This design comes from an exercise in tuning for small area, a short achievable clock period and few clock cycles per item on the open sky130 flow, not from production work.
Function was checked by simulation only, so behaviour that the tests miss may differ from the original.

[design.v]
`timescale 1ns/1ps
module mult_div_ctrl #(
  parameter int DATA_WIDTH = 32,
  parameter int CNT_WIDTH  = 6
) (
  input  logic                      clk,
  input  logic                      rst,
  input  logic                      flush,
  input  logic                      stall_hold,
  input  logic [5:0]                funct,
  input  logic [DATA_WIDTH-1:0]     operand_1,
  input  logic [DATA_WIDTH-1:0]     operand_2,
  output logic                      mult_div_done,
  output logic [2*DATA_WIDTH-1:0]   mult_div_result
);
  localparam int W = DATA_WIDTH;
  localparam logic [5:0] FUNCT_MULT  = 6'h18;
  localparam logic [5:0] FUNCT_MULTU = 6'h19;
  localparam logic [5:0] FUNCT_DIV   = 6'h1A;
  localparam logic [5:0] FUNCT_DIVU  = 6'h1B;
  typedef enum logic [1:0] {
    S_IDLE = 2'd0,
    S_MUL  = 2'd1,
    S_DIV  = 2'd2,
    S_DONE = 2'd3
  } state_t;
  state_t               r_state;
  state_t               w_state_next;
  logic                 r_done;
  logic [CNT_WIDTH-1:0] r_cnt;
  logic [W-1:0]         r_rem;
  logic [W-1:0]         r_q;
  logic [W-1:0]         r_dvsr;
  logic                 r_sign_q;
  logic                 r_sign_r;
  logic [2*W-1:0]       r_result;
  logic                 w_is_mult;
  logic                 w_is_div;
  logic                 w_is_signed;
  logic                 w_start;
  logic                 w_s1;
  logic                 w_s2;
  logic                 w_sq;
  logic [W-1:0]         w_neg1;
  logic [W-1:0]         w_neg2;
  logic [W-1:0]         w_mag1;
  logic [W-1:0]         w_mag2;
  logic                 w_res_we;
  logic [2*W-1:0]       w_res_d;
  assign w_is_mult   = (funct == FUNCT_MULT) || (funct == FUNCT_MULTU);
  assign w_is_div    = (funct == FUNCT_DIV)  || (funct == FUNCT_DIVU);
  assign w_is_signed = (funct == FUNCT_MULT) || (funct == FUNCT_DIV);
  assign w_start     = (r_state == S_IDLE) && (w_is_mult || w_is_div) && !flush;
  assign w_s1   = w_is_signed & operand_1[W-1];
  assign w_s2   = w_is_signed & operand_2[W-1];
  assign w_sq   = w_s1 ^ w_s2;
  assign w_neg1 = -operand_1;
  assign w_neg2 = -operand_2;
  assign w_mag1 = w_s1 ? w_neg1 : operand_1;
  assign w_mag2 = w_s2 ? w_neg2 : operand_2;
  logic [W:0]   w_rem_shift;
  logic [W-1:0] w_diff;
  logic         w_ge;
  logic [W-1:0] w_rem_next;
  logic [W-1:0] w_q_next;
  logic [W-1:0] w_quot_final;
  logic [W-1:0] w_rem_final;
  logic         w_last;
  assign w_rem_shift  = {r_rem, r_q[W-1]};
  assign w_ge         = (w_rem_shift >= {1'b0, r_dvsr});
  assign w_diff       = w_rem_shift[W-1:0] - r_dvsr;
  assign w_rem_next   = w_ge ? w_diff : w_rem_shift[W-1:0];
  assign w_q_next     = {r_q[W-2:0], w_ge};
  assign w_quot_final = r_sign_q ? -w_q_next   : w_q_next;
  assign w_rem_final  = r_sign_r ? -w_rem_next : w_rem_next;
  assign w_last       = (r_cnt == CNT_WIDTH'(W - 1));
  logic [2*W-1:0] w_prod_mag;
  logic [2*W-1:0] w_prod_final;
  assign w_prod_mag   = {{W{1'b0}}, w_mag1} * {{W{1'b0}}, w_mag2};
  assign w_prod_final = w_sq ? -w_prod_mag : w_prod_mag;
  always_comb begin
    w_state_next = r_state;
    w_res_we     = 1'b0;
    w_res_d      = '0;
    case (r_state)
      S_IDLE: begin
        if (w_start) begin
          if (w_is_div) begin
            if (operand_2 == '0) begin
              w_state_next = S_DONE;
              w_res_we     = 1'b1;
              w_res_d      = {operand_1, {W{1'b1}}};
            end else begin
              w_state_next = S_DIV;
            end
          end else begin
            w_state_next = S_DONE;
            w_res_we     = 1'b1;
            w_res_d      = w_prod_final;
          end
        end
      end
      S_DIV: begin
        if (w_last) begin
          w_state_next = S_DONE;
          w_res_we     = 1'b1;
          w_res_d      = {w_rem_final, w_quot_final};
        end
      end
      S_MUL: begin
        w_state_next = S_IDLE;
      end
      S_DONE: begin
        if (!stall_hold) w_state_next = S_IDLE;
      end
      default: w_state_next = S_IDLE;
    endcase
    if (flush) begin
      w_state_next = S_IDLE;
      w_res_we     = 1'b0;
    end
  end
  always_ff @(posedge clk or posedge rst) begin
    if (rst) begin
      r_state <= S_IDLE;
      r_done  <= 1'b0;
    end else begin
      r_state <= w_state_next;
      r_done  <= (w_state_next == S_DONE);
    end
  end
  always_ff @(posedge clk or posedge rst) begin
    if (rst) begin
      r_result <= '0;
    end else if (w_res_we) begin
      r_result <= w_res_d;
    end
  end
  always_ff @(posedge clk or posedge rst) begin
    if (rst) begin
      r_cnt    <= '0;
      r_rem    <= '0;
      r_q      <= '0;
      r_dvsr   <= '0;
      r_sign_q <= 1'b0;
      r_sign_r <= 1'b0;
    end else if (w_start) begin
      r_cnt    <= '0;
      r_rem    <= '0;
      r_q      <= w_is_div ? w_mag1 : w_mag2;
      r_dvsr   <= w_mag2;
      r_sign_q <= w_sq;
      r_sign_r <= w_s1;
    end else if (r_state == S_DIV) begin
      r_rem <= w_rem_next;
      r_q   <= w_q_next;
      r_cnt <= r_cnt + 1'b1;
    end
  end
  assign mult_div_done   = r_done;
  assign mult_div_result = r_result;
endmodule
[constraint.sdc]
create_clock -name core_clock -period 14.0 [get_ports {clk}]
set_input_delay 2.8000 -clock core_clock [delete_from_list [all_inputs] [get_ports {clk}]]
set_output_delay 2.8000 -clock core_clock [all_outputs]
set_load 0.01 [all_outputs]
[config.mk]
export PLATFORM = sky130hd
export DESIGN_NAME = mult_div_ctrl
export DESIGN_NICKNAME = mult_div_ctrl
export VERILOG_FILES = /design/flow/design.v
export SDC_FILE = /design/flow/constraint.sdc
export NUM_CORES = 4
export LEC_CHECK = 0
export CAP_MARGIN = 20
export CORE_MARGIN = 2
export CORE_UTILIZATION = 40
export SLEW_MARGIN = 20
[run.sh]
#!/bin/bash
# synth_recipe.tcl (not shown) runs the flow's synth.tcl, then flattens the netlist and writes it again
# the make line also repeats each setting of config.mk as NAME=value (left out here)
make -C /OpenROAD-flow-scripts/flow DESIGN_CONFIG=/design/flow/config.mk WORK_HOME=/design/flow/orfs CLKGATE_MAP_FILE= SYNTH_SCRIPT=/design/flow/synth_recipe.tcl finish
==> summary.txt <==
==> final cells by class <==
class                           count  area, sq um
Fill cell                       11900        63800
Multi-Input combinational cell   4435        39600
Timing Repair Buffer              645         5500
Sequential cell                   171         4280
Inverter                          965         3630
Tap cell                         1612         2020
Clock buffer                       18          439
Clock inverter                     14          229
Antenna cell                        6         15.0
==> path summary, 6_finish.rpt <==
check	start	endpoint	slack (ns)	depth (start not counted)
setup / recovery	funct[3]	r_result[55]	0.37	42
hold / removal	r_result[27]	r_result[27]	0.48	2
hold reg to reg	r_result[27]	r_result[27]	0.48	2
setup reg to reg	r_q[31]	r_result[56]	7.06	17
max in group asynchronous	rst	r_result[50]	9.16	4
min in group asynchronous	rst	r_result[0]	2.84	2
==> registers in the layout, summed over array words and instances, names as in the netlist <==
signal,count
r_sign_r,1
r_q,32
r_state,2
r_rem,32
r_cnt,6
r_dvsr,32
r_sign_q,1
r_result,64
r_done,1
==> cells in the final DEF (no fill, tap or decap), drive strengths merged, types with 13 or more instances in the layout <==
cell type and count:
o31ai 26, and3 23, dfrtp 171, o211ai 29
a21oi 248, ha 301, a211oi 33, mux2i 34
inv 970, or3 35, fa 897, a21o 36
nand2b 23, nand3 82, clkdlybuf4s50 136, nor4 26
nor2 782, o21ai 254, and2 34, o21a 25
nand4 63, xor2 122, nor3 76, xnor2 154
a31oi 63, or2 13, a221o 13, nand2 805
clkbuf 18, buf 507
==> tightest hold or removal path: stages, from the launching register on <==
cell	delay, ns
dfrtp_1	0.34
nand2_1	0.04
o21ai_0	0.06
==> cell families after synthesis <==
kind of cell             count (synthesis)
AO/OA/AOI/OAI                          892
flip-flops                             171
AND/OR/NAND/NOR                       2031
buffers and inverters                 1286
multiplexers                            38
XOR/XNOR                               276
adder cells (fa/ha/maj)               1198
==> what timing repair did <==
item,CTS,global route
endpoints found under the setup margin,0,28
setup buffers,0,3
gates resized for setup,0,28
==> stage by stage <==
| stage | cell area (sq um) | worst slack, ns | hold slack, ns |
|---|---|---|---|
| 2_1_floorplan | 48000 | 0.807 | 0.450 |
| 3_3_place_gp | 54800 | -0.519 | 0.465 |
| 3_5_place_dp | 54900 | -0.332 | 0.471 |
| 4_1_cts | 55500 | 0.0923 | 0.488 |
| 5_1_grt | 55700 | -0.00376 | 0.509 |
| 6_report | 55700 | 0.366 | 0.481 |
==> layer usage <==
layer | part of all wire (%) | vias to the layer above | routed length [um]
met3 | 7.4 | 349 | 14600
met4 | 5.1 | 4 | 10100
met5 | 0.016 | - | 31
met2 | 45 | 1809 | 88800
met1 | 42 | 22400 | 83600
li1 | - | 19300 | -
==> flow_summary.ini <==
[placed_design]
gp_congestion = 0.996
dp_hpwl_mm = 167
portBuffers = 138
dp_cells = 7824

[route]
via_count = 43900
avgViaCountPerCell = 5.58
drt_iter0_markers = 4172
drtAntennaViolNets = 0
drcViolationCount = 0
drtPass1Iterations = 8
drt-total-wl_mm = 197
wl_per_cell_um = 25.1

[sta]
fin_crit_sh_pct = 97.4
skew_ns = 0.0179
max_freq_ghz = 0.0733
relSlewSlack_pct = 20.4
min_period_ns = 13.63
finalSetupTns_ns = 0
worst_pin_slew_ns = 1.19
slew_viol_final = 0
final-setup-viol-count = 0
final-hold-violation-count = 0

[critical_path]
crit_top_cell = buf_4
crit_fanout = 16
crit_buf_inv = 15
required_ns = 14.34
worstSetupPathType = primary input to flip-flop
crit_family = adder cells
cp-end-kind = flip-flop
cpMaxStageDelayCell = fa_1
max_stage_delay_ns = 0.57
startpoint_type = primary input
arrival_ns = 13.98

[clock_tree]
cts.sinks = 171
cts_root_buffer = clkbuf_16
numCtsBuffers = 17
cts_tree = yes
clk_pin_slew_ns = 0.07
ctsHoldBuffers = 0
htree_num_levels = 4
clk_latency_ns = 0.47
cts_max_path_buffers = 2

[floorplanning]
dieArea_sq_um = 123000
dieHeight_um = 351
die_w_um = 351
num_rows = 127
start_util_pct = 40.2
coreArea_sq_um = 119000
top_level_ports = 139

[synth]
seq_area_frac_synth_pct = 8.91
ys.warnings.count = 1
muxShareOfSynthArea_pct = 0.802
synth_top_area_cell = fa_1
synth-simple-area-share_pct = 18.2
synth_top_family_by_area = adder cells
syn_area_sq_um = 48000
synth_compound_area_share_pct = 11.8
synth_most_common_cell = inv_1
yosys-top-cells-area = fa_1, dfrtp_1, ha_1
synth_cell_types = 99
synth_enable_flop_cells = 0
synth_xor_area_share_pct = 5.03
synth_flop_cell = dfrtp_1
synthArstFlopShare_pct = 100
yosys-top-cells-count = inv_1, fa_1, nand2_1
yosysTopAreaCellShare_pct = 37.4
synthCells = 5892
synthAdderAreaFrac_pct = 45.2
synth_seq_cells = 171
synth_nets = 7164
syn_avg_cell_area_sq_um = 8.15

[cells_and_area]
syn_to_final_growth_pct = 16.0
fin_nets = 7507
fin_cells = 7866
utilization_pct = 46.6
drive_above_1_share_pct = 10.9

[global_route]
antenna_found_initial = 10
gr-total-overflow = 0
met3_usage_pct = 4.70
grtUsageMet2_pct = 50.9
grt_max_degree = 100
grtUsageMet1_pct = 44.6
grt_pass1_wl_mm = 293
grt_usage_pct = 32.4
grt-busiest-layer = met2
grt_pass1_vias = 44700

[flow_run]
drv_cap = 0

[hold_path]
min_path_type = flip-flop to flip-flop

[outcome]
status = finished clean
Testbench counts, summed over its fixed seeds: cycles 28,800, items 2,048.

-- afterwards: timing with drivers on the ports --
No port has a modelled driver above. Below, the same layout with a new extraction and two added sets of constraints. Step 1 sets driving cells, clkbuf_16 on the clock port and buf_2 on the other inputs (assumed; they add their load-dependent delay and slew). Step 2 times the ports against the registers' clock, not the clock port: input delays grow and output delays shrink by t, the midpoint of the rising clock arrivals with the driver on. Three values: no drivers, after step 1, after step 2; two values: the first two.
t (ns): 0.497
setup WS [ns]: 0.366 / 0.377 / -0.120
slew at the worst register clock pin (ns): 0.08 / 0.08
Met with ideal ports but missed after step 2: setup timing in this run. The setup slack of this run moves by +0.011 ns with the drivers and by -0.486 ns with both steps.
